This design comes from an exercise in tuning for small area and few clock cycles per item on the open sky130 flow, not from production work.
The RTL was checked by simulation tests, not by an equivalence proof against the original design.

==> flow/design.v (outline; a module is shown in full before it is edited, if it fits) <==
// module hsv_adjust_pipe: 93 lines
// module hsv_adjust_hue: 170 lines
// module hsv_adjust_gain: 1544 lines
// module hsv_adjust_ha: 4 lines
// module hsv_adjust_fa: 4 lines
module hsv_adjust_pipe #(
  parameter int          HW      = 25,
  parameter int          SW      = 18,
  parameter int          FRAC    = 16,
  parameter int unsigned HUE_MAX = 360 << FRAC
) (
  input  logic                 CLK,
  input  logic                 RST_N,
  input  logic                 IN_VALID,
  output logic                 IN_READY,
  input  logic                 IN_SOF,
  input  logic [HW-1:0]        H,
  input  logic [SW-1:0]        S,
  input  logic [SW-1:0]        V,
  input  logic                 CNTL_WR,
  input  logic signed [HW:0]   CNTL_HUE,
  input  logic signed [SW-1:0] CNTL_SAT,
  input  logic signed [SW-1:0] CNTL_VAL,
  input  logic                 CNTL_BYP,
  output logic                 OUT_VALID,
  input  logic                 OUT_READY,
  output logic                 OUT_SOF,
  output logic [HW-1:0]        HO,
  output logic [SW-1:0]        SO,
  output logic [SW-1:0]        VO
);
  // ...
==> flow/flow/run.sh <==
#!/bin/bash
# Standard ORFS layout, with the port buffers made from the smallest buffer
# (every input and output port still gets its own buffer).
set -o pipefail
export BUFFER_PORTS_ARGS="-buffer_cell sky130_fd_sc_hd__buf_1"
bash standard.sh synth > synth.log 2>&1 || exit 1
bash standard.sh finish > layout.log 2>&1 || exit 1
==> flow/standard.sh <==
#!/bin/bash
# synth_recipe.tcl (not shown) runs the flow's synth.tcl, then flattens the netlist and writes it again
# the make line also repeats each setting of config.mk as NAME=value (left out here)
make -C /OpenROAD-flow-scripts/flow DESIGN_CONFIG=/design/flow/config.mk WORK_HOME=/design/flow/orfs CLKGATE_MAP_FILE= SYNTH_SCRIPT=/design/flow/synth_recipe.tcl "${@:-finish}"
==> flow/config.mk <==
export PLATFORM = sky130hd
export DESIGN_NAME = hsv_adjust_pipe
export DESIGN_NICKNAME = hsv_adjust_pipe
export VERILOG_FILES = /design/flow/design.v
export SDC_FILE = /design/flow/constraint.sdc
export NUM_CORES = 4
export LEC_CHECK = 0
export CAP_MARGIN = 20
export CORE_MARGIN = 2
export CORE_UTILIZATION = 40
export CTS_BUF_LIST = sky130_fd_sc_hd__clkbuf_8
export SLEW_MARGIN = 20
export SYNTH_HIERARCHICAL = 1
export SYNTH_MINIMUM_KEEP_SIZE = 0
==> flow/constraint.sdc <==
create_clock -name core_clock -period 10.0 [get_ports {CLK}]
set_input_delay 2.0000 -clock core_clock [delete_from_list [all_inputs] [get_ports {CLK}]]
set_output_delay 2.0000 -clock core_clock [all_outputs]
set_load 0.01 [all_outputs]
==> reports/results.ini, run 1 <==
[outcome]
status=finished clean

[die]
fp.dieArea_um2=56200

[sta]
worst_pin_slew_ns=1.05
setup_slack_ns=0.399
period_needed_ns=9.60
setup_tns_ns=0

[synth]
synthMuxAreaShare_pct=3.20
seq_area_frac_synth_pct=23.2
synth_top_family_by_area=adder cells
synth-simple-area-share_pct=14.1
synth-seq-cells=189
synth_common_cells=nand2_1, fa_1, edfxtp_1
ys_types=66
synth_adder_area_share_pct=48.0

[cells_and_area]
postLayoutCellArea_um2=23600
inverters=13
nNetsFinal=2739
n_antenna_cell=1
multiInputGateArea_um2=16000
top_register=pend
top_regs=pend x62, act x61, b_h x25
final-nonclk-buf-share_pct=5.00
largest_register_ffs=62

[clock_network]
cts_setup_buffers=0
tritoncts=done
cts_buffers=17
ctsHtreeMaxLevel=4
root_buffer=clkbuf_8

[critical_path]
r2r_setup_slack_ns=7.68
path_common_cell=fa_2
crit_start=b_h[20]$_DFFE_PN_

[routing]
dr.pass1.iters=8
ant_nets=0
wl_met3_mm=4.98

[placed_design]
pre_cts_ws_ns=0.238
placed_cells=2724

[min_path]
holdCritStartpoint=pend[47]$_DFF_P_

Testbench counts, summed over its fixed seeds: cycles 16,008, items 16,000.
==> inputs of run 2 (changes only) <==
--- a/flow/design.v
+++ b/flow/design.v
@@ -986,185 +986,152 @@
   logic s713;
   logic c714;
   logic s715;
   logic c716;
   logic s717;
   logic c718;
   logic s719;
   logic c720;
-  logic p721;
+  logic k721;
   logic k722;
-  logic p723;
+  logic k723;
   logic k724;
-  logic p725;
+  logic k725;
   logic k726;
-  logic p727;
+  logic k727;
   logic k728;
-  logic p729;
+  logic k729;
   logic k730;
-  logic p731;
+  logic k731;
   logic k732;
-  logic p733;
-  logic k734;
-  logic p735;
-  logic k736;
-  logic p737;
-  logic k738;
-  logic p739;
-  logic k740;
-  logic p741;
-  logic k742;
-  logic p743;
-  logic k744;
-  logic p745;
-  logic k746;
-  logic p747;
-  logic k748;
-  logic p749;
-  logic k750;
-  logic p751;
-  logic k752;
-  logic p753;
-  logic k754;
-  logic p755;
-  logic k756;
-  logic p757;
-  logic k758;
-  logic p759;
-  logic k760;
-  logic p761;
-  logic k762;
-  logic p763;
-  logic k764;
-  logic p765;
-  logic k766;
-  logic p767;
-  logic k768;
-  logic p769;
-  logic k770;
-  logic p771;
-  logic k772;
-  logic p773;
-  logic k774;
-  logic p775;
-  logic k776;
-  logic p777;
-  logic k778;
-  logic p779;
-  logic k780;
-  logic p781;
-  logic k782;
-  logic p783;
-  logic g784;
-  logic p785;
-  logic g786;
-  logic p787;
-  logic g788;
-  logic p789;
-  logic g790;
-  logic p791;
-  logic g792;
-  logic p793;
-  logic g794;
-  logic p795;
-  logic g796;
-  logic p797;
-  logic g798;
-  logic p799;
-  logic g800;
-  logic p801;
-  logic g802;
-  logic p803;
-  logic g804;
-  logic p805;
-  logic g806;
-  logic p807;
-  logic g808;
-  logic p809;
-  logic g810;
-  logic p811;
-  logic g812;
-  logic p813;
-  logic g814;
-  logic p815;
-  logic g816;
-  logic p817;
-  logic g818;
-  logic p819;
-  logic g820;
-  logic p821;
-  logic g822;
-  logic p823;
-  logic g824;
-  logic p825;
-  logic g826;
-  logic p827;
-  logic g828;
-  logic p829;
-  logic g830;
-  logic p831;
-  logic g832;
-  logic p833;
-  logic g834;
-  logic p835;
-  logic g836;
-  logic p837;
-  logic g838;
-  logic p839;
-  logic g840;
-  logic p841;
-  logic g842;
-  logic p843;
-  logic g844;
-  logic p845;
-  logic g846;
-  logic p847;
-  logic g848;
-  logic p849;
-  logic g850;
-  logic p851;
-  logic g852;
-  logic p853;
-  logic g854;
-  logic p855;
-  logic g856;
-  logic p857;
-  logic g858;
-  logic p859;
-  logic g860;
-  logic p861;
-  logic g862;
-  logic p863;
-  logic g864;
-  logic p865;
-  logic g866;
-  logic p867;
-  logic g868;
-  logic p869;
-  logic g870;
-  logic p871;
-  logic g872;
-  logic p873;
-  logic sum874;
-  logic sum875;
-  logic sum876;
-  logic sum877;
-  logic sum878;
-  logic sum879;
-  logic sum880;
-  logic sum881;
-  logic sum882;
-  logic sum883;
-  logic sum884;
-  logic sum885;
-  logic sum886;
-  logic sum887;
-  logic sum888;
-  logic sum889;
+  logic k733;
+  logic p734;
+  logic k735;
+  logic p736;
+  logic k737;
+  logic p738;
+  logic k739;
+  logic p740;
+  logic k741;
+  logic p742;
+  logic k743;
+  logic p744;
+  logic k745;
+  logic p746;
+  logic k747;
+  logic p748;
+  logic k749;
+  logic p750;
+  logic k751;
+  logic p752;
+  logic k753;
+  logic p754;
+  logic k755;
+  logic p756;
+  logic k757;
+  logic p758;
+  logic k759;
+  logic p760;
+  logic k761;
+  logic p762;
+  logic k763;
+  logic p764;
+  logic k765;
+  logic p766;
+  logic k767;
+  logic p768;
+  logic k769;
+  logic p770;
+  logic k771;
+  logic p772;
+  logic g773;
+  logic p774;
+  logic g775;
+  logic p776;
+  logic g777;
+  logic p778;
+  logic g779;
+  logic p780;
+  logic g781;
+  logic p782;
+  logic g783;
+  logic p784;
+  logic g785;
+  logic p786;
+  logic g787;
+  logic p788;
+  logic g789;
+  logic p790;
+  logic g791;
+  logic p792;
+  logic g793;
+  logic p794;
+  logic g795;
+  logic p796;
+  logic g797;
+  logic p798;
+  logic g799;
+  logic p800;
+  logic g801;
+  logic p802;
+  logic g803;
+  logic p804;
+  logic g805;
+  logic p806;
+  logic g807;
+  logic p808;
+  logic g809;
+  logic p810;
+  logic g811;
+  logic p812;
+  logic g813;
+  logic p814;
+  logic g815;
+  logic p816;
+  logic g817;
+  logic p818;
+  logic g819;
+  logic p820;
+  logic g821;
+  logic p822;
+  logic g823;
+  logic p824;
+  logic g825;
+  logic p826;
+  logic g827;
+  logic p828;
+  logic g829;
+  logic p830;
+  logic g831;
+  logic p832;
+  logic g833;
+  logic p834;
+  logic g835;
+  logic p836;
+  logic g837;
+  logic p838;
+  logic g839;
+  logic p840;
+  logic sum841;
+  logic sum842;
+  logic sum843;
+  logic sum844;
+  logic sum845;
+  logic sum846;
+  logic sum847;
+  logic sum848;
+  logic sum849;
+  logic sum850;
+  logic sum851;
+  logic sum852;
+  logic sum853;
+  logic sum854;
+  logic sum855;
+  logic sum856;
   assign ge  = g[15:0] & {16{~z}};
   assign m16 = (g[17:16] == 2'b00) | z;
   assign m17 = (g[17:16] == 2'b01) & ~z;
   assign neg = (g[17:16] == 2'b10) & ~z;
   assign pp1 = ~((x[0] & ge[0]));
   assign pp2 = ~((x[0] & ge[1]));
   assign pp3 = ~((x[1] & ge[0]));
   assign pp4 = ~((x[0] & ge[2]));
@@ -1655,156 +1622,134 @@
   hsv_adjust_fa u_s705 (.a(s589), .b(s649), .c(c648), .s(s705), .co(c706));
   hsv_adjust_fa u_s707 (.a(s593), .b(c650), .c(s651), .s(s707), .co(c708));
   hsv_adjust_fa u_s709 (.a(c594), .b(s653), .c(c652), .s(s709), .co(c710));
   hsv_adjust_fa u_s711 (.a(c598), .b(s655), .c(c654), .s(s711), .co(c712));
   hsv_adjust_fa u_s713 (.a(c602), .b(s657), .c(c656), .s(s713), .co(c714));
   hsv_adjust_fa u_s715 (.a(c606), .b(s659), .c(c658), .s(s715), .co(c716));
   hsv_adjust_fa u_s717 (.a(c608), .b(s661), .c(c660), .s(s717), .co(c718));
   hsv_adjust_fa u_s719 (.a(pp270), .b(pp271), .c(c662), .s(s719), .co(c720));
-  assign p721 = ~pp1;
-  hsv_adjust_ha u_p723 (.a(pp2), .b(pp3), .s(p723), .c(k722));
-  hsv_adjust_ha u_p725 (.a(pp6), .b(s663), .s(p725), .c(k724));
-  hsv_adjust_ha u_p727 (.a(c664), .b(s665), .s(p727), .c(k726));
-  hsv_adjust_ha u_p729 (.a(c666), .b(s667), .s(p729), .c(k728));
-  hsv_adjust_ha u_p731 (.a(c668), .b(s669), .s(p731), .c(k730));
-  hsv_adjust_ha u_p733 (.a(c670), .b(s671), .s(p733), .c(k732));
-  hsv_adjust_ha u_p735 (.a(c672), .b(s673), .s(p735), .c(k734));
-  hsv_adjust_ha u_p737 (.a(c674), .b(s675), .s(p737), .c(k736));
-  hsv_adjust_ha u_p739 (.a(c676), .b(s677), .s(p739), .c(k738));
-  hsv_adjust_ha u_p741 (.a(c678), .b(s679), .s(p741), .c(k740));
-  hsv_adjust_ha u_p743 (.a(c680), .b(s681), .s(p743), .c(k742));
-  hsv_adjust_ha u_p745 (.a(c682), .b(s683), .s(p745), .c(k744));
-  hsv_adjust_ha u_p747 (.a(c684), .b(s685), .s(p747), .c(k746));
-  hsv_adjust_ha u_p749 (.a(c686), .b(s687), .s(p749), .c(k748));
-  hsv_adjust_ha u_p751 (.a(c688), .b(s689), .s(p751), .c(k750));
-  hsv_adjust_ha u_p753 (.a(c690), .b(s691), .s(p753), .c(k752));
-  hsv_adjust_ha u_p755 (.a(c692), .b(s693), .s(p755), .c(k754));
-  hsv_adjust_ha u_p757 (.a(c694), .b(s695), .s(p757), .c(k756));
-  hsv_adjust_ha u_p759 (.a(c696), .b(s697), .s(p759), .c(k758));
-  hsv_adjust_ha u_p761 (.a(c698), .b(s699), .s(p761), .c(k760));
-  hsv_adjust_ha u_p763 (.a(s701), .b(c700), .s(p763), .c(k762));
-  hsv_adjust_ha u_p765 (.a(s703), .b(c702), .s(p765), .c(k764));
-  hsv_adjust_ha u_p767 (.a(s705), .b(c704), .s(p767), .c(k766));
-  hsv_adjust_ha u_p769 (.a(s707), .b(c706), .s(p769), .c(k768));
-  hsv_adjust_ha u_p771 (.a(s709), .b(c708), .s(p771), .c(k770));
-  hsv_adjust_ha u_p773 (.a(s711), .b(c710), .s(p773), .c(k772));
-  hsv_adjust_ha u_p775 (.a(s713), .b(c712), .s(p775), .c(k774));
-  hsv_adjust_ha u_p777 (.a(s715), .b(c714), .s(p777), .c(k776));
-  hsv_adjust_ha u_p779 (.a(s717), .b(c716), .s(p779), .c(k778));
-  hsv_adjust_ha u_p781 (.a(s719), .b(c718), .s(p781), .c(k780));
-  hsv_adjust_ha u_p783 (.a(pp272), .b(c720), .s(p783), .c(k782));
-  assign g784 = k722 | (p723 & 1'b1);
-  assign p785 = 1'b0;
-  assign g786 = k724 | (p725 & g784);
-  assign p787 = 1'b0;
-  assign g788 = k726 | (p727 & g786);
-  assign p789 = 1'b0;
-  assign g790 = k728 | (p729 & g788);
-  assign p791 = 1'b0;
-  assign g792 = k730 | (p731 & g790);
-  assign p793 = 1'b0;
-  assign g794 = k732 | (p733 & g792);
-  assign p795 = 1'b0;
-  assign g796 = k734 | (p735 & g794);
-  assign p797 = 1'b0;
-  assign g798 = k736 | (p737 & g796);
-  assign p799 = 1'b0;
-  assign g800 = k738 | (p739 & g798);
-  assign p801 = 1'b0;
-  assign g802 = k740 | (p741 & g800);
-  assign p803 = 1'b0;
-  assign g804 = k742 | (p743 & g802);
-  assign p805 = 1'b0;
-  assign g806 = k744 | (p745 & g804);
-  assign p807 = 1'b0;
-  assign g808 = k748 | (p749 & k746);
-  assign p809 = p749 & p747;
-  assign g810 = k752 | (p753 & k750);
-  assign p811 = p753 & p751;
-  assign g812 = k756 | (p757 & k754);
-  assign p813 = p757 & p755;
-  assign g814 = k760 | (p761 & k758);
-  assign p815 = p761 & p759;
-  assign g816 = k764 | (p765 & k762);
-  assign p817 = p765 & p763;
-  assign g818 = k768 | (p769 & k766);
-  assign p819 = p769 & p767;
-  assign g820 = k772 | (p773 & k770);
-  assign p821 = p773 & p771;
-  assign g822 = k776 | (p777 & k774);
-  assign p823 = p777 & p775;
-  assign g824 = k780 | (p781 & k778);
-  assign p825 = p781 & p779;
-  assign g826 = g808 | (p809 & g806);
-  assign p827 = 1'b0;
-  assign g828 = g812 | (p813 & g810);
-  assign p829 = p813 & p811;
-  assign g830 = g816 | (p817 & g814);
-  assign p831 = p817 & p815;
-  assign g832 = g820 | (p821 & g818);
-  assign p833 = p821 & p819;
-  assign g834 = g824 | (p825 & g822);
-  assign p835 = p825 & p823;
-  assign g836 = g828 | (p829 & g826);
-  assign p837 = 1'b0;
-  assign g838 = g832 | (p833 & g830);
-  assign p839 = p833 & p831;
-  assign g840 = g838 | (p839 & g836);
-  assign p841 = 1'b0;
-  assign g842 = g830 | (p831 & g836);
-  assign p843 = 1'b0;
-  assign g844 = g834 | (p835 & g840);
-  assign p845 = 1'b0;
-  assign g846 = g810 | (p811 & g826);
-  assign p847 = 1'b0;
-  assign g848 = g814 | (p815 & g836);
-  assign p849 = 1'b0;
-  assign g850 = g818 | (p819 & g842);
-  assign p851 = 1'b0;
-  assign g852 = g822 | (p823 & g840);
-  assign p853 = 1'b0;
-  assign g854 = k746 | (p747 & g806);
-  assign p855 = 1'b0;
-  assign g856 = k750 | (p751 & g826);
-  assign p857 = 1'b0;
-  assign g858 = k754 | (p755 & g846);
-  assign p859 = 1'b0;
-  assign g860 = k758 | (p759 & g836);
-  assign p861 = 1'b0;
-  assign g862 = k762 | (p763 & g848);
-  assign p863 = 1'b0;
-  assign g864 = k766 | (p767 & g842);
-  assign p865 = 1'b0;
-  assign g866 = k770 | (p771 & g850);
-  assign p867 = 1'b0;
-  assign g868 = k774 | (p775 & g840);
-  assign p869 = 1'b0;
-  assign g870 = k778 | (p779 & g852);
-  assign p871 = 1'b0;
-  assign g872 = k782 | (p783 & g844);
-  assign p873 = 1'b0;
-  assign sum874 = p753 ^ g856;
-  assign sum875 = p755 ^ g846;
-  assign sum876 = p757 ^ g858;
-  assign sum877 = p759 ^ g836;
-  assign sum878 = p761 ^ g860;
-  assign sum879 = p763 ^ g848;
-  assign sum880 = p765 ^ g862;
-  assign sum881 = p767 ^ g842;
-  assign sum882 = p769 ^ g864;
-  assign sum883 = p771 ^ g850;
-  assign sum884 = p773 ^ g866;
-  assign sum885 = p775 ^ g840;
-  assign sum886 = p777 ^ g868;
-  assign sum887 = p779 ^ g852;
-  assign sum888 = p781 ^ g870;
-  assign sum889 = p783 ^ g844;
-  assign sn = {sum889, sum888, sum887, sum886, sum885, sum884, sum883, sum882, sum881, sum880, sum879, sum878, sum877, sum876, sum875, sum874};
-  assign ovf = (x[15] & m17) | (x[16] & m16) | (x[17] & ge[15]) | (x[16] & m17) | (x[17] & m16) | (x[17] & m17) | ~g872;
+  assign k721 = pp1 | 1'b1;
+  assign k722 = (pp2 & pp3) | (pp2 & k721) | (pp3 & k721);
+  assign k723 = (pp6 & s663) | (pp6 & k722) | (s663 & k722);
+  assign k724 = (c664 & s665) | (c664 & k723) | (s665 & k723);
+  assign k725 = (c666 & s667) | (c666 & k724) | (s667 & k724);
+  assign k726 = (c668 & s669) | (c668 & k725) | (s669 & k725);
+  assign k727 = (c670 & s671) | (c670 & k726) | (s671 & k726);
+  assign k728 = (c672 & s673) | (c672 & k727) | (s673 & k727);
+  assign k729 = (c674 & s675) | (c674 & k728) | (s675 & k728);
+  assign k730 = (c676 & s677) | (c676 & k729) | (s677 & k729);
+  assign k731 = (c678 & s679) | (c678 & k730) | (s679 & k730);
+  assign k732 = (c680 & s681) | (c680 & k731) | (s681 & k731);
+  hsv_adjust_ha u_p734 (.a(c682), .b(s683), .s(p734), .c(k733));
+  hsv_adjust_ha u_p736 (.a(c684), .b(s685), .s(p736), .c(k735));
+  hsv_adjust_ha u_p738 (.a(c686), .b(s687), .s(p738), .c(k737));
+  hsv_adjust_ha u_p740 (.a(c688), .b(s689), .s(p740), .c(k739));
+  hsv_adjust_ha u_p742 (.a(c690), .b(s691), .s(p742), .c(k741));
+  hsv_adjust_ha u_p744 (.a(c692), .b(s693), .s(p744), .c(k743));
+  hsv_adjust_ha u_p746 (.a(c694), .b(s695), .s(p746), .c(k745));
+  hsv_adjust_ha u_p748 (.a(c696), .b(s697), .s(p748), .c(k747));
+  hsv_adjust_ha u_p750 (.a(c698), .b(s699), .s(p750), .c(k749));
+  hsv_adjust_ha u_p752 (.a(s701), .b(c700), .s(p752), .c(k751));
+  hsv_adjust_ha u_p754 (.a(s703), .b(c702), .s(p754), .c(k753));
+  hsv_adjust_ha u_p756 (.a(s705), .b(c704), .s(p756), .c(k755));
+  hsv_adjust_ha u_p758 (.a(s707), .b(c706), .s(p758), .c(k757));
+  hsv_adjust_ha u_p760 (.a(s709), .b(c708), .s(p760), .c(k759));
+  hsv_adjust_ha u_p762 (.a(s711), .b(c710), .s(p762), .c(k761));
+  hsv_adjust_ha u_p764 (.a(s713), .b(c712), .s(p764), .c(k763));
+  hsv_adjust_ha u_p766 (.a(s715), .b(c714), .s(p766), .c(k765));
+  hsv_adjust_ha u_p768 (.a(s717), .b(c716), .s(p768), .c(k767));
+  hsv_adjust_ha u_p770 (.a(s719), .b(c718), .s(p770), .c(k769));
+  hsv_adjust_ha u_p772 (.a(pp272), .b(c720), .s(p772), .c(k771));
+  assign g773 = k733 | (p734 & k732);
+  assign p774 = 1'b0;
+  assign g775 = k737 | (p738 & k735);
+  assign p776 = p738 & p736;
+  assign g777 = k741 | (p742 & k739);
+  assign p778 = p742 & p740;
+  assign g779 = k745 | (p746 & k743);
+  assign p780 = p746 & p744;
+  assign g781 = k749 | (p750 & k747);
+  assign p782 = p750 & p748;
+  assign g783 = k753 | (p754 & k751);
+  assign p784 = p754 & p752;
+  assign g785 = k757 | (p758 & k755);
+  assign p786 = p758 & p756;
+  assign g787 = k761 | (p762 & k759);
+  assign p788 = p762 & p760;
+  assign g789 = k765 | (p766 & k763);
+  assign p790 = p766 & p764;
+  assign g791 = k769 | (p770 & k767);
+  assign p792 = p770 & p768;
+  assign g793 = g775 | (p776 & g773);
+  assign p794 = 1'b0;
+  assign g795 = g779 | (p780 & g777);
+  assign p796 = p780 & p778;
+  assign g797 = g783 | (p784 & g781);
+  assign p798 = p784 & p782;
+  assign g799 = g787 | (p788 & g785);
+  assign p800 = p788 & p786;
+  assign g801 = g791 | (p792 & g789);
+  assign p802 = p792 & p790;
+  assign g803 = g795 | (p796 & g793);
+  assign p804 = 1'b0;
+  assign g805 = g799 | (p800 & g797);
+  assign p806 = p800 & p798;
+  assign g807 = g805 | (p806 & g803);
+  assign p808 = 1'b0;
+  assign g809 = g797 | (p798 & g803);
+  assign p810 = 1'b0;
+  assign g811 = g801 | (p802 & g807);
+  assign p812 = 1'b0;
+  assign g813 = g777 | (p778 & g793);
+  assign p814 = 1'b0;
+  assign g815 = g781 | (p782 & g803);
+  assign p816 = 1'b0;
+  assign g817 = g785 | (p786 & g809);
+  assign p818 = 1'b0;
+  assign g819 = g789 | (p790 & g807);
+  assign p820 = 1'b0;
+  assign g821 = k735 | (p736 & g773);
+  assign p822 = 1'b0;
+  assign g823 = k739 | (p740 & g793);
+  assign p824 = 1'b0;
+  assign g825 = k743 | (p744 & g813);
+  assign p826 = 1'b0;
+  assign g827 = k747 | (p748 & g803);
+  assign p828 = 1'b0;
+  assign g829 = k751 | (p752 & g815);
+  assign p830 = 1'b0;
+  assign g831 = k755 | (p756 & g809);
+  assign p832 = 1'b0;
+  assign g833 = k759 | (p760 & g817);
+  assign p834 = 1'b0;
+  assign g835 = k763 | (p764 & g807);
+  assign p836 = 1'b0;
+  assign g837 = k767 | (p768 & g819);
+  assign p838 = 1'b0;
+  assign g839 = k771 | (p772 & g811);
+  assign p840 = 1'b0;
+  assign sum841 = p742 ^ g823;
+  assign sum842 = p744 ^ g813;
+  assign sum843 = p746 ^ g825;
+  assign sum844 = p748 ^ g803;
+  assign sum845 = p750 ^ g827;
+  assign sum846 = p752 ^ g815;
+  assign sum847 = p754 ^ g829;
+  assign sum848 = p756 ^ g809;
+  assign sum849 = p758 ^ g831;
+  assign sum850 = p760 ^ g817;
+  assign sum851 = p762 ^ g833;
+  assign sum852 = p764 ^ g807;
+  assign sum853 = p766 ^ g835;
+  assign sum854 = p768 ^ g819;
+  assign sum855 = p770 ^ g837;
+  assign sum856 = p772 ^ g811;
+  assign sn = {sum856, sum855, sum854, sum853, sum852, sum851, sum850, sum849, sum848, sum847, sum846, sum845, sum844, sum843, sum842, sum841};
+  assign ovf = (x[15] & m17) | (x[16] & m16) | (x[17] & ge[15]) | (x[16] & m17) | (x[17] & m16) | (x[17] & m17) | ~g839;
   assign kill = ~byp & (neg | ovf);
   assign y[15:0] = ~sn & {16{~kill}};
   assign y[16] = byp ? x[16] : (ovf & ~neg);
   assign y[17] = byp & x[17];
 endmodule
 module hsv_adjust_ha (input logic a, b, output logic s, c);
   assign s = a ^ b;
   assign c = a & b;
==> flow/config.mk (replaced) <==
export PLATFORM = sky130hd
export DESIGN_NAME = hsv_adjust_pipe
export DESIGN_NICKNAME = hsv_adjust_pipe
export VERILOG_FILES = /design/flow/design.v
export SDC_FILE = /design/flow/constraint.sdc
export NUM_CORES = 4
export LEC_CHECK = 0
export CAP_MARGIN = 20
export CORE_MARGIN = 2
export CORE_UTILIZATION = 40
export CTS_BUF_LIST = sky130_fd_sc_hd__clkbuf_8 sky130_fd_sc_hd__clkbuf_16
export SLEW_MARGIN = 20
export SYNTH_HIERARCHICAL = 1
export SYNTH_MINIMUM_KEEP_SIZE = 0
==> reports/results.ini, run 2 <==
[outcome]
status=finished clean  ; unchanged

[die]
start_util_pct=40.3  ; was 40.4%
coreArea_um2=53500  ; was 53700 um2
fp.dieArea_um2=55700  ; was 56200 um2
rows=85  ; unchanged
dieWidth_um=236  ; was 237 um
die_h_um=236  ; was 237 um
ios=194  ; unchanged

[synth]
synth_edf_count=123  ; unchanged
syn_area_um2=21500  ; was 21700 um2
synth-seq-cells=189  ; unchanged
synth_top_area_share_pct=42.5  ; was 42.1%
ys.flop_type=edfxtp_1  ; unchanged
synth_common_cells=nand2_1, fa_1, edfxtp_1  ; unchanged
ys_warn_count=7  ; unchanged
ys_types=68  ; was 66
async_flop_share_pct=2.12  ; unchanged
seq_area_frac_synth_pct=23.4  ; was 23.2%
syn_avg_cell_area_um2=11.3  ; was 11.2 um2
yosysTopAreaCell=fa_1  ; unchanged
syn_inst=1913  ; was 1935
yosys.cell_count.top_type=nand2_1  ; unchanged
netlist_top_cells_area=fa_1, edfxtp_1, nand2_1  ; unchanged

[critical_path]
cpLargestDelayFamily=adder cells  ; unchanged
worstPathArrival_ns=7.76  ; was 7.60 ns
worstReg2RegEnd=byp$_DFFE_PN0P_  ; unchanged
crit_type=reg -> out  ; unchanged
startpoint_type=register  ; unchanged
crit_buf_inv=1  ; unchanged
crit_fanout=5  ; unchanged
cpPeakStageDelay_ns=0.47  ; about the same
timing.rr.start=OUT_VALID$_DFFE_PN0N_  ; unchanged
path_common_cell=fa_1  ; was fa_2
cpMaxStageDelayCell=fa_2  ; unchanged
cp-end-kind=output port  ; unchanged
r2r_setup_slack_ns=7.11  ; was 7.68 ns
rr_worst_depth=5  ; was 4
critPathRequiredTime_ns=8.00  ; about the same

[grt]
grt_pass1_vias=17224  ; was 17354
grt_usage_pct=22.3  ; was 22.0%
antenna_found_initial=7  ; was 4
grt_max_degree=66  ; was 64
grt_pass1_wl_mm=94.6  ; was 94.8 mm
overflow=0  ; unchanged

[sta]
setup_viol=0  ; unchanged
setup_slack_ns=0.239  ; was 0.399 ns
min_period_over_period_pct=97.6  ; was 96.0%
max_slew_margin_pct=32.0  ; was 29.6%
worst_hold_slack_ns=0.460  ; was 0.466 ns
period_needed_ns=9.76  ; was 9.60 ns
hold_viol_final=0  ; unchanged
skew_ns=0.0147  ; was 0.0199 ns
slew_violations=0  ; unchanged
max_clock_freq_mhz=102  ; was 104 MHz
setup_tns_ns=0  ; unchanged
worst_pin_slew_ns=1.02  ; was 1.05 ns

[routing]
drtIter0Drc=1194  ; was 1257
ant_nets=0  ; unchanged
drc=0  ; unchanged
wire_per_inst_um=22.0  ; was 21.7 um
dr.pass1.iters=8  ; unchanged
vias_per_cell=5.60  ; was 5.57
routed_wl_mm=60.5  ; was 59.9 mm
vias=15406  ; was 15381

[cells_and_area]
final_common_cell=nand2_1  ; unchanged
syn2layout_area_growth_pct=9.95  ; was 8.58%
final_layout_size_suffix_gt1_share_pct=9.39  ; was 8.63%
top_register=pend  ; unchanged
postLayoutCellArea_um2=23700  ; was 23600 um2
largest_register_ffs=62  ; unchanged
top_regs=pend x62, act x61, b_h x25  ; unchanged
layout_common_cells=nand2_1, fa_1, buf_1  ; unchanged
nNetsFinal=2710  ; was 2739

[placed_design]
globalplace.congestion=0.884  ; was 0.881
place_area_um2=22900  ; was 23100 um2
place.port_buffers=193  ; unchanged
hpwl_mm=44.6  ; was 43.0 mm
pre_cts_ws_ns=0.360  ; was 0.238 ns

[min_path]
hold_depth=1  ; unchanged
hold_path_class=reg -> reg  ; unchanged
hold_path_end=pend[55]$_DFF_P_  ; was pend[47]$_DFF_P_
holdCritStartpoint=pend[55]$_DFF_P_  ; was pend[47]$_DFF_P_

[clock_network]
cts_buffers=17  ; unchanged
cts.sinks=189  ; unchanged
clockBufferDepth=2  ; unchanged
clk_latency_ns=0.50  ; was 0.57 ns
ctsHtreeMaxLevel=4  ; unchanged
tritoncts=done  ; unchanged
root_buffer=clkbuf_16  ; was clkbuf_8
clk_pin_slew_ns=0.08  ; was 0.11 ns

[run]
max_cap_viol_count=0  ; unchanged

[run 2: cell count changes in the layout (fill, tap and decap cells not counted), sizes merged, moves of 3 or more]
| cell | change |
|---|---|
| and3 | -4 |
| buf | +14 |
| clkbuf | +3 |
| clkinv | -4 |
| ha | -22 |
| nand2 | -6 |
| nor2 | -4 |
| o21ai | -4 |
| o22ai | +10 |
| o31ai | +6 |
[run 2: logic make-up after synthesis]
family	Yosys count	synth area share (%)
compound gates	193	6.91
xor+xnor	32	1.30
mux	61	3.22
fa+ha+maj	537	47.1
simple gates	708	14.2
buf+inv	191	3.83
other cells	2	0.0349
flops	189	23.4
[run 2: worst max path at each step]
| stage | from | depth (start not counted) | slack [ns] | end |
|---|---|---|---|---|
| floorplan | b_h[20]$_DFFE_PN_ | 27 | 0.92 | HO[23] |
| global placement | b_h[20]$_DFFE_PN_ | 28 | 0.55 | HO[23] |
| detailed placement | b_h[20]$_DFFE_PN_ | 28 | 0.36 | HO[23] |
| CTS | b_h[20]$_DFFE_PN_ | 28 | 0.007 | HO[23] |
| global route | b_h[20]$_DFFE_PN_ | 28 | -0.04 | HO[23] |
| finish | b_h[20]$_DFFE_PN_ | 28 | 0.24 | HO[23] |
[run 2: area by class of cell]
class / instances / area, um2
well taps: 696 / 871
flip-flops and latches: 189 / 5040
fillers: 5008 / 29800
diodes: 1 / 2.50
multi-input cells: 1561 / 15900
repair buffers: 263 / 1270
clock buffers: 19 / 453
inverters: 11 / 41.3
clock inverters: 13 / 144
[run 2: routing by layer]
layer | GRT usage, % | share of wire, % | vias to the layer above
met4 | 8.07 | 2.8 | 12
li1 | - | - | 6505
met2 | 36.3 | 48 | 754
met5 | 0 | 0.14 | -
met3 | 6.02 | 8.7 | 128
met1 | 28.6 | 41 | 8007
[run 2: worst reg2reg max path, delay by kind of cell, from the launching register on]
kind | cells | cell delay (ns)
flops | 1 | 0.42
buf+inv | 2 | 1.53
simple gates | 2 | 0.48
mux | 1 | 0.36
[run 2: Yosys stat by module (local to each module, per instance)]
module | copies in the design | cells | flops+latches
hsv_adjust_fa | 455 | 1 | 0
hsv_adjust_gain | 2 | 474 | 0
hsv_adjust_ha | 52 | 1 | 0
hsv_adjust_hue | 1 | 140 | 0
hsv_adjust_pipe | 1 | 318 | 189
[run 2: stage by stage]
stage | utilization, % | std cells
after CTS | 44.0 | 2746
final | 44.3 | 2753
after global placement | 42.9 | 2714
after floorplan | - | 1941
after detailed placement | 42.9 | 2714
after global routing | 44.3 | 2752
[run 2: repair_timing]
action                                  in CTS  in global routing
hold buffers                                 0                  0
gates resized for setup                      3                 23
setup buffers                                0                  6
pin swaps                                    0                 10
endpoints found under the setup margin       5                 39
Testbench counts of run 2, summed over its fixed seeds: cycles 16,008, items 16,000.
==> inputs of run 3 (changes only) <==
--- a/flow/config.mk
+++ b/flow/config.mk
@@ -9,5 +9,4 @@
 export CORE_MARGIN = 2
 export CORE_UTILIZATION = 40
-export CTS_BUF_LIST = sky130_fd_sc_hd__clkbuf_8 sky130_fd_sc_hd__clkbuf_16
 export SLEW_MARGIN = 20
 export SYNTH_HIERARCHICAL = 1
==> reports/results.ini, run 3 <==
[outcome]
status=finished clean  ; unchanged

[die]
die_h_um=236  ; unchanged
start_util_pct=40.3  ; unchanged
dieWidth_um=236  ; unchanged
fp.dieArea_um2=55700  ; unchanged
rows=85  ; unchanged
ios=194  ; unchanged
coreArea_um2=53500  ; unchanged

[cells_and_area]
syn2layout_area_growth_pct=9.95  ; unchanged
nFillCells=5008  ; unchanged
fin_cells=2753  ; unchanged
regArea_um2=5040  ; unchanged
top_register=pend  ; unchanged
top_regs=pend x62, act x61, b_h x25  ; unchanged
layout_common_cells=nand2_1, fa_1, buf_1  ; unchanged
multiInputGateArea_um2=15900  ; unchanged
final_util_pct=44.3  ; unchanged
nNetsFinal=2710  ; unchanged
final_common_cell=nand2_1  ; unchanged
largest_register_ffs=62  ; unchanged
final_layout_size_suffix_gt1_share_pct=9.39  ; unchanged
postLayoutCellArea_um2=23700  ; unchanged

[synth]
synth_edf_count=123  ; unchanged
synth_common_cells=nand2_1, fa_1, edfxtp_1  ; unchanged
synth_compound_area_share_pct=6.91  ; unchanged
ys.flop_type=edfxtp_1  ; unchanged
async_flop_share_pct=2.12  ; unchanged
syn_area_um2=21500  ; unchanged
synth_xor_area_share_pct=1.30  ; unchanged
ys_warn_count=7  ; unchanged
synth-seq-cells=189  ; unchanged
seq_area_frac_synth_pct=23.4  ; unchanged
synth_top_area_share_pct=42.5  ; unchanged
syn_inst=1913  ; unchanged
ys_types=68  ; unchanged
synth_adder_area_share_pct=47.1  ; unchanged
yosysTopAreaCell=fa_1  ; unchanged
yosys.cell_count.top_type=nand2_1  ; unchanged
synth-simple-area-share_pct=14.2  ; unchanged
synthMuxAreaShare_pct=3.22  ; unchanged
syn_avg_cell_area_um2=11.3  ; unchanged
synth_top_family_by_area=adder cells  ; unchanged
netlist_top_cells_area=fa_1, edfxtp_1, nand2_1  ; unchanged

[sta]
max_slew_margin_pct=32.0  ; unchanged
hold_viol_final=0  ; unchanged
skew_ns=0.0147  ; unchanged
setup_viol=0  ; unchanged
setup_slack_ns=0.239  ; unchanged
min_period_over_period_pct=97.6  ; unchanged
worst_pin_slew_ns=1.02  ; unchanged
worst_hold_slack_ns=0.460  ; unchanged
setup_tns_ns=0  ; unchanged
period_needed_ns=9.76  ; unchanged
slew_violations=0  ; unchanged
max_clock_freq_mhz=102  ; unchanged

[routing]
wl_met1_mm=24.6  ; unchanged
routed_wl_mm=60.5  ; unchanged
drtIter0Drc=1194  ; unchanged
wl_met3_mm=5.25  ; unchanged
drc=0  ; unchanged
ant_nets=0  ; unchanged
dr.pass1.iters=8  ; unchanged
vias=15406  ; unchanged
vias_per_cell=5.60  ; unchanged
wire_per_inst_um=22.0  ; unchanged
dr.max_layer_used=met5  ; unchanged
wl_met2_mm=28.9  ; unchanged

[grt]
antenna_found_initial=7  ; unchanged
grt_pass1_wl_mm=94.6  ; unchanged
grt_max_degree=66  ; unchanged
grt_usage_pct=22.3  ; unchanged
overflow=0  ; unchanged
grt_pass1_vias=17224  ; unchanged

[clock_network]
clockBufferDepth=2  ; unchanged
clk_latency_ns=0.50  ; about the same
root_buffer=clkbuf_16  ; unchanged
ctsHtreeMaxLevel=4  ; unchanged
tritoncts=done  ; unchanged
cts_hold_buf=0  ; unchanged
clk_pin_slew_ns=0.08  ; about the same
cts.sinks=189  ; unchanged
cts_buffers=17  ; unchanged

[critical_path]
cpPeakStageDelay_ns=0.47  ; about the same
cp-end-kind=output port  ; unchanged
crit_type=reg -> out  ; unchanged
crit_fanout=5  ; unchanged
worstPathArrival_ns=7.76  ; about the same
critPathRequiredTime_ns=8.00  ; about the same
cpMaxStageDelayCell=fa_2  ; unchanged
startpoint_type=register  ; unchanged
path_common_cell=fa_1  ; unchanged

[run]
max_cap_viol_count=0  ; unchanged

[placed_design]
pre_cts_ws_ns=0.360  ; unchanged
place.port_buffers=193  ; unchanged
hpwl_mm=44.6  ; unchanged
placed_cells=2714  ; unchanged
place_area_um2=22900  ; unchanged
globalplace.congestion=0.884  ; unchanged

[min_path]
hold_path_class=reg -> reg  ; unchanged

[run 3: cell type report]
| type | count | area share, % |
|---|---|---|
| Tap cell | 696 | 3.68 |
| Clock buffer | 19 | 1.91 |
| Multi-Input combinational cell | 1561 | 67.0 |
| Timing Repair Buffer | 263 | 5.35 |
| Clock inverter | 13 | 0.608 |
| Antenna cell | 1 | 0.0106 |
| Sequential cell | 189 | 21.3 |
| Inverter | 11 | 0.174 |
[run 3: cell families (layout without fill, tap and decap cells)]
logic type | Yosys count | in the layout
muxes | 61 | 61
DFF | 189 | 189
AOI/OAI and AO/OA | 193 | 193
and+or+nand+nor | 708 | 708
adders and majority gates | 537 | 537
xor gates and xnor gates | 32 | 32
other | 2 | 31
buffers and inverters | 191 | 306
[run 3: path summary, 6_finish.rpt]
path / start / endpoint / slack [ns] / cells past startpoint
setup / recovery: b_h[20]$_DFFE_PN_ / HO[23] / 0.24 / 28
hold / removal: pend[55]$_DFF_P_ / pend[55]$_DFF_P_ / 0.46 / 1
setup reg to reg: OUT_VALID$_DFFE_PN0N_ / byp$_DFFE_PN0P_ / 7.11 / 5
hold reg to reg: pend[55]$_DFF_P_ / pend[55]$_DFF_P_ / 0.46 / 1
max in group asynchronous: RST_N / zero$_DFFE_PN1P_ / 8.30 / 1
min in group asynchronous: RST_N / byp$_DFFE_PN0P_ / 1.39 / 1
[run 3: per-module statistics from Yosys, one instance, submodules excluded]
module,cells inside,flops+latches,times used
hsv_adjust_pipe,318,189,1
hsv_adjust_fa,1,0,455
hsv_adjust_gain,474,0,2
hsv_adjust_hue,140,0,1
hsv_adjust_ha,1,0,52
[run 3: per-layer routing]
metal  GRT usage [%]  vias up
met4            8.07       12
li1                -     6505
met3            6.02      128
met1            28.6     8007
met2            36.3      754
met5               0        -
[run 3: repair_timing]
item	in CTS	in global routing
resized for setup	3	23
pin swaps	0	10
setup endpoints to repair	5	39
endpoints found under the hold margin	0	0
buffers inserted	0	6
[run 3: worst max-delay path, delay by kind of cell, from the launching register on]
kind / cells / cell delay (ns)
compound gates: 10 / 2.02
fa+ha+maj: 12 / 3.97
buf+inv: 1 / 0.17
flops: 1 / 0.39
simple gates: 5 / 0.71
==> inputs of run 4 (changes only) <==
--- a/flow/config.mk
+++ b/flow/config.mk
@@ -9,4 +9,6 @@
 export CORE_MARGIN = 2
 export CORE_UTILIZATION = 40
+export CTS_CLUSTER_DIAMETER = 150
+export CTS_CLUSTER_SIZE = 30
 export SLEW_MARGIN = 20
 export SYNTH_HIERARCHICAL = 1
==> reports/results.ini, run 4 <==
[outcome]
status=finished clean  ; unchanged

[routing]
drtIter0Drc=1194  ; unchanged
vias=15406  ; unchanged
routed_wl_mm=60.5  ; unchanged
ant_nets=0  ; unchanged
drc=0  ; unchanged
vias_per_cell=5.60  ; unchanged
wire_per_inst_um=22.0  ; unchanged
dr.pass1.iters=8  ; unchanged

[sta]
setup_viol=0  ; unchanged
period_needed_ns=9.76  ; unchanged
max_clock_freq_mhz=102  ; unchanged
hold_viol_final=0  ; unchanged
skew_ns=0.0147  ; unchanged
slew_violations=0  ; unchanged
max_slew_margin_pct=32.0  ; unchanged
worst_pin_slew_ns=1.02  ; unchanged
min_period_over_period_pct=97.6  ; unchanged
setup_slack_ns=0.239  ; unchanged

[placed_design]
pre_cts_ws_ns=0.360  ; unchanged
globalplace.congestion=0.884  ; unchanged
hpwl_mm=44.6  ; unchanged
place.port_buffers=193  ; unchanged
place_area_um2=22900  ; unchanged

[critical_path]
startpoint_type=register  ; unchanged
crit_fanout=5  ; unchanged
cpLargestDelayFamily=adder cells  ; unchanged
path_common_cell=fa_1  ; unchanged
crit_type=reg -> out  ; unchanged
crit_buf_inv=1  ; unchanged
cpPeakStageDelay_ns=0.47  ; about the same
cp-end-kind=output port  ; unchanged
worstPathArrival_ns=7.76  ; about the same
cpMaxStageDelayCell=fa_2  ; unchanged
critPathRequiredTime_ns=8.00  ; about the same

[synth]
yosys.cell_count.top_type=nand2_1  ; unchanged
synth_common_cells=nand2_1, fa_1, edfxtp_1  ; unchanged
synth_edf_count=123  ; unchanged
ys_types=68  ; unchanged
syn_area_um2=21500  ; unchanged
synth_top_area_share_pct=42.5  ; unchanged
syn_avg_cell_area_um2=11.3  ; unchanged
ys_warn_count=7  ; unchanged
ys.flop_type=edfxtp_1  ; unchanged
async_flop_share_pct=2.12  ; unchanged
netlist_top_cells_area=fa_1, edfxtp_1, nand2_1  ; unchanged
seq_area_frac_synth_pct=23.4  ; unchanged
yosysTopAreaCell=fa_1  ; unchanged
synth-seq-cells=189  ; unchanged
syn_inst=1913  ; unchanged

[die]
dieWidth_um=236  ; unchanged
start_util_pct=40.3  ; unchanged
rows=85  ; unchanged
ios=194  ; unchanged
die_h_um=236  ; unchanged
fp.dieArea_um2=55700  ; unchanged
coreArea_um2=53500  ; unchanged

[cells_and_area]
layout_common_cells=nand2_1, fa_1, buf_1  ; unchanged
nNetsFinal=2710  ; unchanged
largest_register_ffs=62  ; unchanged
final_common_cell=nand2_1  ; unchanged
top_regs=pend x62, act x61, b_h x25  ; unchanged
nFillCells=5008  ; unchanged
final_layout_size_suffix_gt1_share_pct=9.39  ; unchanged
syn2layout_area_growth_pct=9.95  ; unchanged
top_register=pend  ; unchanged
postLayoutCellArea_um2=23700  ; unchanged

[grt]
grt.met3_usage_pct=6.02  ; unchanged
use_met1_pct=28.6  ; unchanged
busiest_layer=met2  ; unchanged
grt_pass1_vias=17224  ; unchanged
antenna_found_initial=7  ; unchanged
grt_max_degree=66  ; unchanged
overflow=0  ; unchanged
grt_util_met2_pct=36.3  ; unchanged
grt_pass1_wl_mm=94.6  ; unchanged
grt_usage_pct=22.3  ; unchanged

[clock_network]
tritoncts=done  ; unchanged
clk_latency_ns=0.50  ; about the same
ctsHtreeMaxLevel=4  ; unchanged
clk_pin_slew_ns=0.08  ; about the same
cts.sinks=189  ; unchanged
clockBufferDepth=2  ; unchanged
root_buffer=clkbuf_16  ; unchanged
cts_buffers=17  ; unchanged

[min_path]
hold_path_class=reg -> reg  ; unchanged

[run]
max_cap_viol_count=0  ; unchanged

## run 4: what timing repair did
action                     in CTS  in global routing
hold buffers                    0                  0
setup endpoints to repair       5                 39
resized for setup               3                 23
gates cloned                    0                  0
buffers inserted                0                  6
pin swaps                       0                 10
## run 4: cells by family (layout without fill, tap and decap cells)
kind of cell             count (synthesis)  after routing  share of synthesized area, %
XOR/XNOR                                32             32                          1.30
flip-flops                             189            189                          23.4
AND/OR/NAND/NOR                        708            708                          14.2
buffers and inverters                  191            306                          3.83
adder cells (fa/ha/maj)                537            537                          47.1
other                                    2             31                        0.0349
multiplexers                            61             61                          3.22
AO/OA/AOI/OAI                          193            193                          6.91
## run 4: metrics by stage
stage / hold slack, ns / utilization [%] / TNS [ns] / instances
floorplan: 0.429 / - / 0 / 1941
global placement: 0.436 / 42.9 / 0 / 2714
detailed placement: 0.448 / 42.9 / 0 / 2714
CTS: 0.464 / 44.0 / 0 / 2746
global route: 0.488 / 44.3 / -0.212 / 2752
finish: 0.460 / 44.3 / 0 / 2753
## run 4: worst reg2reg max path: cells and delay by family (launching register included)
family        cells  cell delay, ns
buf+inv           2            1.53
simple gates      2            0.48
flops             1            0.42
mux               1            0.36
## run 4: layout make-up
class                      instances  area, um2  share of cell area (%)
antenna                            1       2.50                  0.0106
clock buffer                      19        453                    1.91
clock inverter                    13        144                   0.608
inverter                          11       41.3                   0.174
multi-input combinational       1561      15900                    67.0
sequential                       189       5040                    21.3
tap                              696        871                    3.68
timing repair buffer             263       1270                    5.35
## run 4: routing by layer
metal / part of all wire, % / wire length [um]
met1: 41 / 24600
met2: 48 / 28900
met3: 8.7 / 5250
met4: 2.8 / 1710
met5: 0.14 / 85
## run 4: path summary, 6_finish.rpt
check	endpoint	slack, ns	startpoint	depth (start not counted)
min in group asynchronous	byp$_DFFE_PN0P_	1.39	RST_N	1
max	HO[23]	0.24	b_h[20]$_DFFE_PN_	28
max in group asynchronous	zero$_DFFE_PN1P_	8.30	RST_N	1
min reg2reg	pend[55]$_DFF_P_	0.46	pend[55]$_DFF_P_	1
max reg2reg	byp$_DFFE_PN0P_	7.11	OUT_VALID$_DFFE_PN0N_	5
min	pend[55]$_DFF_P_	0.46	pend[55]$_DFF_P_	1
## run 4: modules after synthesis (local to each module, per instance)
module	copies in the design	area [um2]	flip-flops and latches
hsv_adjust_gain	2	2300	0
hsv_adjust_pipe	1	6170	189
hsv_adjust_ha	52	12.5	0
hsv_adjust_fa	455	20.0	0
hsv_adjust_hue	1	998	0
==> module hsv_adjust_pipe, before the edit <==
module hsv_adjust_pipe #(
  parameter int          HW      = 25,
  parameter int          SW      = 18,
  parameter int          FRAC    = 16,
  parameter int unsigned HUE_MAX = 360 << FRAC
) (
  input  logic                 CLK,
  input  logic                 RST_N,
  input  logic                 IN_VALID,
  output logic                 IN_READY,
  input  logic                 IN_SOF,
  input  logic [HW-1:0]        H,
  input  logic [SW-1:0]        S,
  input  logic [SW-1:0]        V,
  input  logic                 CNTL_WR,
  input  logic signed [HW:0]   CNTL_HUE,
  input  logic signed [SW-1:0] CNTL_SAT,
  input  logic signed [SW-1:0] CNTL_VAL,
  input  logic                 CNTL_BYP,
  output logic                 OUT_VALID,
  input  logic                 OUT_READY,
  output logic                 OUT_SOF,
  output logic [HW-1:0]        HO,
  output logic [SW-1:0]        SO,
  output logic [SW-1:0]        VO
);
  localparam logic [HW:0]   HMAX    = HUE_MAX[HW:0];
  localparam int unsigned   HLAST_I = HUE_MAX - 1;
  localparam logic [HW-1:0] HLAST   = HLAST_I[HW-1:0];
  typedef struct packed {
    logic [HW-1:0] hue;
    logic [SW-1:0] sat;
    logic [SW-1:0] val;
    logic          byp;
  } cntl_t;
  logic  accept, take, pend_flag;
  logic  [HW:0] hue_norm;
  cntl_t wr_set, pend, pend_nx, act;
  assign IN_READY = ~OUT_VALID | OUT_READY;
  assign accept   = IN_VALID & IN_READY;
  assign take     = accept & IN_SOF & (pend_flag | CNTL_WR);
  always_comb begin
    hue_norm = CNTL_HUE;
    if (CNTL_HUE[HW])
      hue_norm = CNTL_HUE + HMAX;
    wr_set  = {hue_norm[HW-1:0], CNTL_SAT, CNTL_VAL, CNTL_BYP};
    pend_nx = CNTL_WR ? wr_set : pend;
  end
  always_ff @(posedge CLK)
    pend <= pend_nx;
  always_ff @(posedge CLK)
    if (take)
      act <= pend_nx;
  logic zero, byp;
  always_ff @(posedge CLK or negedge RST_N) begin
    if (!RST_N) begin
      zero      <= 1'b1;
      byp       <= 1'b0;
      pend_flag <= 1'b0;
    end else begin
      if (take) begin
        zero      <= pend_nx.byp;
        byp       <= pend_nx.byp;
        pend_flag <= 1'b0;
      end else if (CNTL_WR) begin
        pend_flag <= 1'b1;
      end
    end
  end
  logic          b_sof;
  logic [HW-1:0] b_h;
  logic [SW-1:0] b_s, b_v;
  always_ff @(posedge CLK or negedge RST_N) begin
    if (!RST_N)
      OUT_VALID <= 1'b0;
    else if (IN_READY)
      OUT_VALID <= IN_VALID;
  end
  always_ff @(posedge CLK) begin
    if (IN_READY) begin
      b_sof <= IN_SOF;
      b_h   <= H;
      b_s   <= S;
      b_v   <= V;
    end
  end
  hsv_adjust_gain u_sg (.x(b_s), .g(act.sat), .z(zero), .byp(byp), .y(SO));
  hsv_adjust_gain u_vg (.x(b_v), .g(act.val), .z(zero), .byp(byp), .y(VO));
  logic [HW-1:0] off;
  assign off     = act.hue & {HW{~zero}};
  assign OUT_SOF = b_sof;
  hsv_adjust_hue u_hue (.h(b_h), .off(off), .byp(byp), .y(HO));
endmodule
==> inputs of run 5 (changes only) <==
--- a/flow/design.v
+++ b/flow/design.v
@@ -44,5 +44,6 @@
     if (CNTL_HUE[HW])
       hue_norm = CNTL_HUE + HMAX;
-    wr_set  = {hue_norm[HW-1:0], CNTL_SAT, CNTL_VAL, CNTL_BYP};
+    wr_set  = {hue_norm[HW-1:0] & {HW{~CNTL_BYP}}, CNTL_SAT & {SW{~CNTL_BYP}},
+               CNTL_VAL & {SW{~CNTL_BYP}}, CNTL_BYP};
     pend_nx = CNTL_WR ? wr_set : pend;
   end
@@ -60,5 +61,5 @@
     end else begin
       if (take) begin
-        zero      <= pend_nx.byp;
+        zero      <= 1'b0;
         byp       <= pend_nx.byp;
         pend_flag <= 1'b0;
--- a/flow/config.mk
+++ b/flow/config.mk
@@ -9,6 +9,4 @@
 export CORE_MARGIN = 2
 export CORE_UTILIZATION = 40
-export CTS_CLUSTER_DIAMETER = 150
-export CTS_CLUSTER_SIZE = 30
 export SLEW_MARGIN = 20
 export SYNTH_HIERARCHICAL = 1
==> reports/results.ini, run 5 <==
[sta]
max_clock_freq_mhz=103  ; was 102 MHz
setup_slack_ns=0.250  ; was 0.239 ns
rsz0062_at_grt=true
setup_viol=0  ; unchanged
slew_violations=0  ; unchanged
worst_hold_slack_ns=0.469  ; was 0.460 ns
period_needed_ns=9.75  ; was 9.76 ns
skew_ns=0.0109  ; was 0.0147 ns
hold_viol_final=0  ; unchanged
max_slew_margin_pct=29.9  ; was 32.0%
worst_pin_slew_ns=1.05  ; was 1.02 ns
min_period_over_period_pct=97.5  ; was 97.6%

[synth]
async_flop_share_pct=2.12  ; unchanged
synth_top_area_share_pct=42.8  ; was 42.5%
ys_types=65  ; was 68
syn_area_um2=21400  ; was 21500 um2
syn_avg_cell_area_um2=11.2  ; was 11.3 um2
yosys.cell_count.top_type=nand2_1  ; unchanged
netlist_top_cells_area=fa_1, edfxtp_1, nand2_1  ; unchanged
synth_edf_count=123  ; unchanged
synth-seq-cells=189  ; unchanged
ys.flop_type=edfxtp_1  ; unchanged
synth_common_cells=nand2_1, fa_1, edfxtp_1  ; unchanged
seq_area_frac_synth_pct=23.5  ; was 23.4%
syn_inst=1912  ; was 1913
ys_warn_count=7  ; unchanged
yosysTopAreaCell=fa_1  ; unchanged

[cells_and_area]
final_common_cell=nand2_1  ; unchanged
postLayoutCellArea_um2=23600  ; was 23700 um2
regArea_um2=5040  ; about the same
final_layout_size_suffix_gt1_share_pct=7.86  ; was 9.39%
nFillCells=4966  ; was 5008
largest_register_ffs=62  ; unchanged
layout_common_cells=nand2_1, fa_1, buf_1  ; unchanged
n_antenna_cell=0  ; was 1
top_register=pend  ; unchanged
fin_cells=2748  ; was 2753
top_regs=pend x62, act x61, b_h x25  ; unchanged
nNetsFinal=2714  ; was 2710
syn2layout_area_growth_pct=10.5  ; was 9.95%
multiInputGateArea_um2=15700  ; was 15900 um2

[grt]
grt_pass1_wl_mm=96.9  ; was 94.6 mm
overflow=0  ; unchanged
grt_pass1_vias=17126  ; was 17224
grt_usage_pct=22.8  ; was 22.3%
grt_max_degree=67  ; was 66
antenna_found_initial=12  ; was 7

[placed_design]
globalplace.congestion=0.884  ; about the same
placed_cells=2703  ; was 2714
place_area_um2=22800  ; was 22900 um2
pre_cts_ws_ns=0.216  ; was 0.360 ns
hpwl_mm=45.5  ; was 44.6 mm
place.port_buffers=193  ; unchanged

[clock_network]
cts.sinks=189  ; unchanged
tritoncts=done  ; unchanged
clk_latency_ns=0.50  ; about the same
cts_buffers=17  ; unchanged
root_buffer=clkbuf_16  ; unchanged
clk_pin_slew_ns=0.08  ; about the same
ctsHtreeMaxLevel=4  ; unchanged
clockBufferDepth=2  ; unchanged

[die]
start_util_pct=40.5  ; was 40.3%
die_h_um=235  ; was 236 um
dieWidth_um=235  ; was 236 um
fp.dieArea_um2=55300  ; was 55700 um2
rows=84  ; was 85
coreArea_um2=52800  ; was 53500 um2
ios=194  ; unchanged

[routing]
drc=0  ; unchanged
dr.pass1.iters=8  ; unchanged
wire_per_inst_um=22.4  ; was 22.0 um
vias=15612  ; was 15406
ant_nets=0  ; unchanged
vias_per_cell=5.68  ; was 5.60
routed_wl_mm=61.6  ; was 60.5 mm
drtIter0Drc=1261  ; was 1194

[critical_path]
crit_start=b_h[19]$_DFFE_PN_  ; was b_h[20]$_DFFE_PN_
cpPeakStageDelay_ns=0.44  ; was 0.47 ns
cp-end-kind=output port  ; unchanged
crit_type=reg -> out  ; unchanged
critPathRequiredTime_ns=8.00  ; about the same
crit_fanout=5  ; unchanged
crit_buf_inv=1  ; unchanged
timing.rr.start=OUT_VALID$_DFFE_PN0N_  ; unchanged
path_common_cell=fa_1  ; unchanged
worstPathArrival_ns=7.75  ; was 7.76 ns
cpMaxStageDelayCell=fa_2  ; unchanged
cpLargestDelayFamily=adder cells  ; unchanged
startpoint_type=register  ; unchanged

[min_path]
holdCritStartpoint=pend[60]$_DFF_P_  ; was pend[55]$_DFF_P_
hold_path_class=reg -> reg  ; unchanged

[outcome]
status=finished clean  ; unchanged

[run]
max_cap_viol_count=0  ; unchanged

run 5: stage by stage:
step / utilization, % / setup TNS, ns
finish: 44.8 / 0
detailed placement: 43.2 / 0
global placement: 43.2 / 0
global route: 44.8 / -0.0546
CTS: 44.5 / 0
floorplan: - / 0
run 5: final cells by class:
type | count | share of cell area [%]
clock buffers | 17 | 1.80
clock inverters | 15 | 0.942
inverters | 13 | 0.206
multi-input cells | 1555 | 66.4
flip-flops and latches | 189 | 21.3
well taps | 688 | 3.64
repair buffers | 271 | 5.69
run 5: modules after synthesis (local to each module, per instance):
module | cells | flops+latches | copies in the design | area (um2)
hsv_adjust_fa | 1 | 0 | 455 | 20.0
hsv_adjust_ha | 1 | 0 | 52 | 12.5
hsv_adjust_hue | 140 | 0 | 1 | 998
hsv_adjust_gain | 474 | 0 | 2 | 2300
hsv_adjust_pipe | 317 | 189 | 1 | 6030
run 5: timing repair:
action                     CTS  global route
gates resized for setup     10            20
pin swaps                    6            13
hold buffers                 0             0
buffers inserted             2            11
setup endpoints to repair    6            40
run 5: logic make-up (layout without fill, tap and decap cells):
kind of cell,Yosys count,in the layout,share of synthesized area [%]
AOI/OAI and AO/OA,248,248,9.31
xor gates and xnor gates,34,34,1.39
adders and majority gates,537,537,47.4
buffers and inverters,196,316,3.98
DFF,189,189,23.5
muxes,5,5,0.246
other,2,30,0.0351
and+or+nand+nor,701,701,14.0
run 5: worst register-to-register path: stages (launching register included):
cell and delay (ns):
dfrtp_1 0.43, nand2b_4 0.77, nand3_1 0.28, nor2_4 0.13
buf_4 0.68, mux2_2 0.50
run 5: layer usage:
layer	wire length, um	share of wire (%)	up-vias	track usage [%]
li1	-	-	6571	-
met1	24700	40	8087	29.2
met2	29900	48	798	37.8
met3	5580	9.1	132	6.02
met4	1320	2.1	24	7.45
met5	158	0.26	-	0
run 5: worst paths after layout:
kind	slack, ns	end	depth (start not counted)
max in group asynchronous	8.29	zero$_DFFE_PN1P_	1
setup reg to reg	7.11	byp$_DFFE_PN0P_	5
hold / removal	0.47	pend[60]$_DFF_P_	2
setup / recovery	0.25	HO[20]	28
hold reg to reg	0.47	pend[60]$_DFF_P_	2
min in group asynchronous	1.39	byp$_DFFE_PN0P_	1
Testbench counts of run 5, summed over its fixed seeds: cycles 16,008, items 16,000.
==> inputs of run 6 (changes only) <==
--- a/flow/config.mk
+++ b/flow/config.mk
@@ -8,5 +8,5 @@
 export CAP_MARGIN = 20
 export CORE_MARGIN = 2
-export CORE_UTILIZATION = 40
+export CORE_UTILIZATION = 45
 export SLEW_MARGIN = 20
 export SYNTH_HIERARCHICAL = 1
==> reports/results.ini, run 6 <==
[placed_design]
pre_cts_ws_ns=0.206  ; was 0.216 ns
hpwl_mm=44.1  ; was 45.5 mm

[routing]
wire_per_inst_um=22.6  ; was 22.4 um
vias_per_cell=5.81  ; was 5.68
drtIter0Drc=1311  ; was 1261
drc=0  ; unchanged
ant_nets=0  ; unchanged

[clock_network]
cts_buffers=17  ; unchanged
clockBufferDepth=2  ; unchanged
tritoncts=done  ; unchanged
cts.sinks=189  ; unchanged

[outcome]
status=finished clean  ; unchanged

[synth]
synth_xor_area_share_pct=1.39  ; unchanged
synth_edf_count=123  ; unchanged
synth_compound_area_share_pct=9.31  ; unchanged
synth-simple-area-share_pct=14.0  ; unchanged
syn_inst=1912  ; unchanged
synth_adder_area_share_pct=47.4  ; unchanged
synth_top_area_share_pct=42.8  ; unchanged
seq_area_frac_synth_pct=23.5  ; unchanged
synth-seq-cells=189  ; unchanged
syn_avg_cell_area_um2=11.2  ; unchanged
synth_common_cells=nand2_1, fa_1, edfxtp_1  ; unchanged

[cells_and_area]
n_antenna_cell=0  ; unchanged
largest_register_ffs=62  ; unchanged
top_regs=pend x62, act x61, b_h x25  ; unchanged
final_common_cell=nand2_1  ; unchanged
syn2layout_area_growth_pct=9.56  ; was 10.5%
nNetsFinal=2709  ; was 2714
layout_common_cells=nand2_1, fa_1, buf_1  ; unchanged

[sta]
hold_viol_final=0  ; unchanged
rsz0062_at_grt=false  ; was true
period_needed_ns=9.74  ; was 9.75 ns
setup_slack_ns=0.258  ; was 0.250 ns
skew_ns=0.0188  ; was 0.0109 ns

[die]
start_util_pct=45.8  ; was 40.5%
dieWidth_um=222  ; was 235 um
rows=79  ; was 84
coreArea_um2=46800  ; was 52800 um2

[critical_path]
startpoint_type=register  ; unchanged
path_common_cell=fa_2  ; was fa_1
critPathRequiredTime_ns=8.00  ; about the same

[grt]
grt_usage_pct=25.3  ; was 22.8%
grt_pass1_wl_mm=95.2  ; was 96.9 mm
grt_max_degree=66  ; was 67

[min_path]
hold_path_class=reg -> reg  ; unchanged

[run]
max_cap_viol_count=0  ; unchanged

==> run 6: changes by cell type in the layout (fill, tap and decap cells not counted), moves of 2 or more <==
cell,change
nor2b_1,+2
nor2b_2,-3
buf_12,-2
inv_8,+2
buf_2,-2
buf_4,-2
==> run 6: modules after synthesis (local to each module, per instance) <==
module | copies in the design | flip-flops and latches
hsv_adjust_fa | 455 | 0
hsv_adjust_gain | 2 | 0
hsv_adjust_ha | 52 | 0
hsv_adjust_hue | 1 | 0
hsv_adjust_pipe | 1 | 189
==> run 6: path summary, 6_finish.rpt <==
| path | from | slack (ns) | depth (start not counted) | to |
|---|---|---|---|---|
| setup / recovery | b_h[20]$_DFFE_PN_ | 0.26 | 28 | HO[20] |
| hold / removal | pend[60]$_DFF_P_ | 0.46 | 2 | pend[60]$_DFF_P_ |
| setup reg to reg | OUT_VALID$_DFFE_PN0N_ | 7.08 | 6 | byp$_DFFE_PN0P_ |
| hold reg to reg | pend[60]$_DFF_P_ | 0.46 | 2 | pend[60]$_DFF_P_ |
| max in group asynchronous | RST_N | 8.31 | 1 | zero$_DFFE_PN1P_ |
| min in group asynchronous | RST_N | 1.39 | 1 | byp$_DFFE_PN0P_ |
==> run 6: final cells by class <==
| cell class | count | area [um2] |
|---|---|---|
| multi-input combinational | 1555 | 15700 |
| clock inverter | 15 | 194 |
| timing repair buffer | 266 | 1280 |
| tap | 607 | 759 |
| fill | 4216 | 23300 |
| sequential | 189 | 5040 |
| inverter | 13 | 48.8 |
| clock buffer | 17 | 425 |
==> run 6: logic make-up (layout without fill, tap and decap cells) <==
| group | Yosys count | in the layout |
|---|---|---|
| flip-flops | 189 | 189 |
| other | 2 | 30 |
| multiplexers | 5 | 5 |
| AO/OA/AOI/OAI | 248 | 248 |
| AND/OR/NAND/NOR | 701 | 701 |
| buffers and inverters | 196 | 311 |
| XOR/XNOR | 34 | 34 |
| adder cells (fa/ha/maj) | 537 | 537 |
==> run 6: metrics by stage <==
stage                     hold slack, ns  util, %  std cells
after global placement             0.436     48.5       2623
after detailed placement           0.447     48.5       2623
after global routing               0.493     50.1       2662
after floorplan                    0.421        -       1940
after CTS                          0.467     49.9       2655
final                              0.464     50.1       2662
==> run 6: critical path: cells and delay by family (launching register included) <==
| family | cells | cell delay [ns] |
|---|---|---|
| compound gates | 10 | 2.09 |
| fa+ha+maj | 12 | 3.94 |
| buf+inv | 1 | 0.17 |
| flops | 1 | 0.39 |
| mux | 1 | 0.23 |
| simple gates | 4 | 0.43 |
==> run 6: per-layer routing <==
| metal | wire length (um) | GRT usage [%] | up-vias |
|---|---|---|---|
| li1 | - | - | 6564 |
| met1 | 24200 | 32.7 | 8033 |
| met2 | 29000 | 41.2 | 707 |
| met3 | 5030 | 6.69 | 140 |
| met4 | 1730 | 8.94 | 16 |
| met5 | 103 | 0 | - |
==> run 6: what timing repair did <==
action                     CTS  global route
hold buffers                 0             0
buffers inserted             0             7
setup endpoints to repair    6            39
pin swaps                    1            12
gates resized for setup      7            18

==> static timing again, ports no longer ideal <==
No port has a modelled driver above. Below, the same layouts with a new extraction and two added sets of constraints.
Step 1: set_driving_cell puts a clkbuf_16 on CLK and a buf_2 on each other input, an assumption about the parent block.
Step 2 also shifts input and output timing later by t, the mid clock arrival at the registers, as if the neighbouring blocks saw the same clock.
Three values: ideal ports, drivers, drivers and shift; two values: the first two.
run	shift t [ns]	setup WS [ns]	hold WS [ns]	worst setup path at the end	pins driven straight from the clock port
run 1	0.606	0.399 / 0.351 / 0.957	0.466 / 0.466 / 0.466	register to output	1
run 2	0.549	0.239 / 0.185 / 0.734	0.460 / 0.460 / 0.460	register to output	1
run 3	0.549	0.239 / 0.185 / 0.734	0.460 / 0.460 / 0.460	register to output	1
run 4	0.549	0.239 / 0.185 / 0.734	0.460 / 0.460 / 0.460	register to output	1
run 5	0.541	0.250 / 0.198 / 0.739	0.469 / 0.469 / 0.469	register to output	1
run 6	0.540	0.258 / 0.204 / 0.744	0.464 / 0.464 / 0.464	register to output	1
After both steps setup and hold are still met in every run listed.
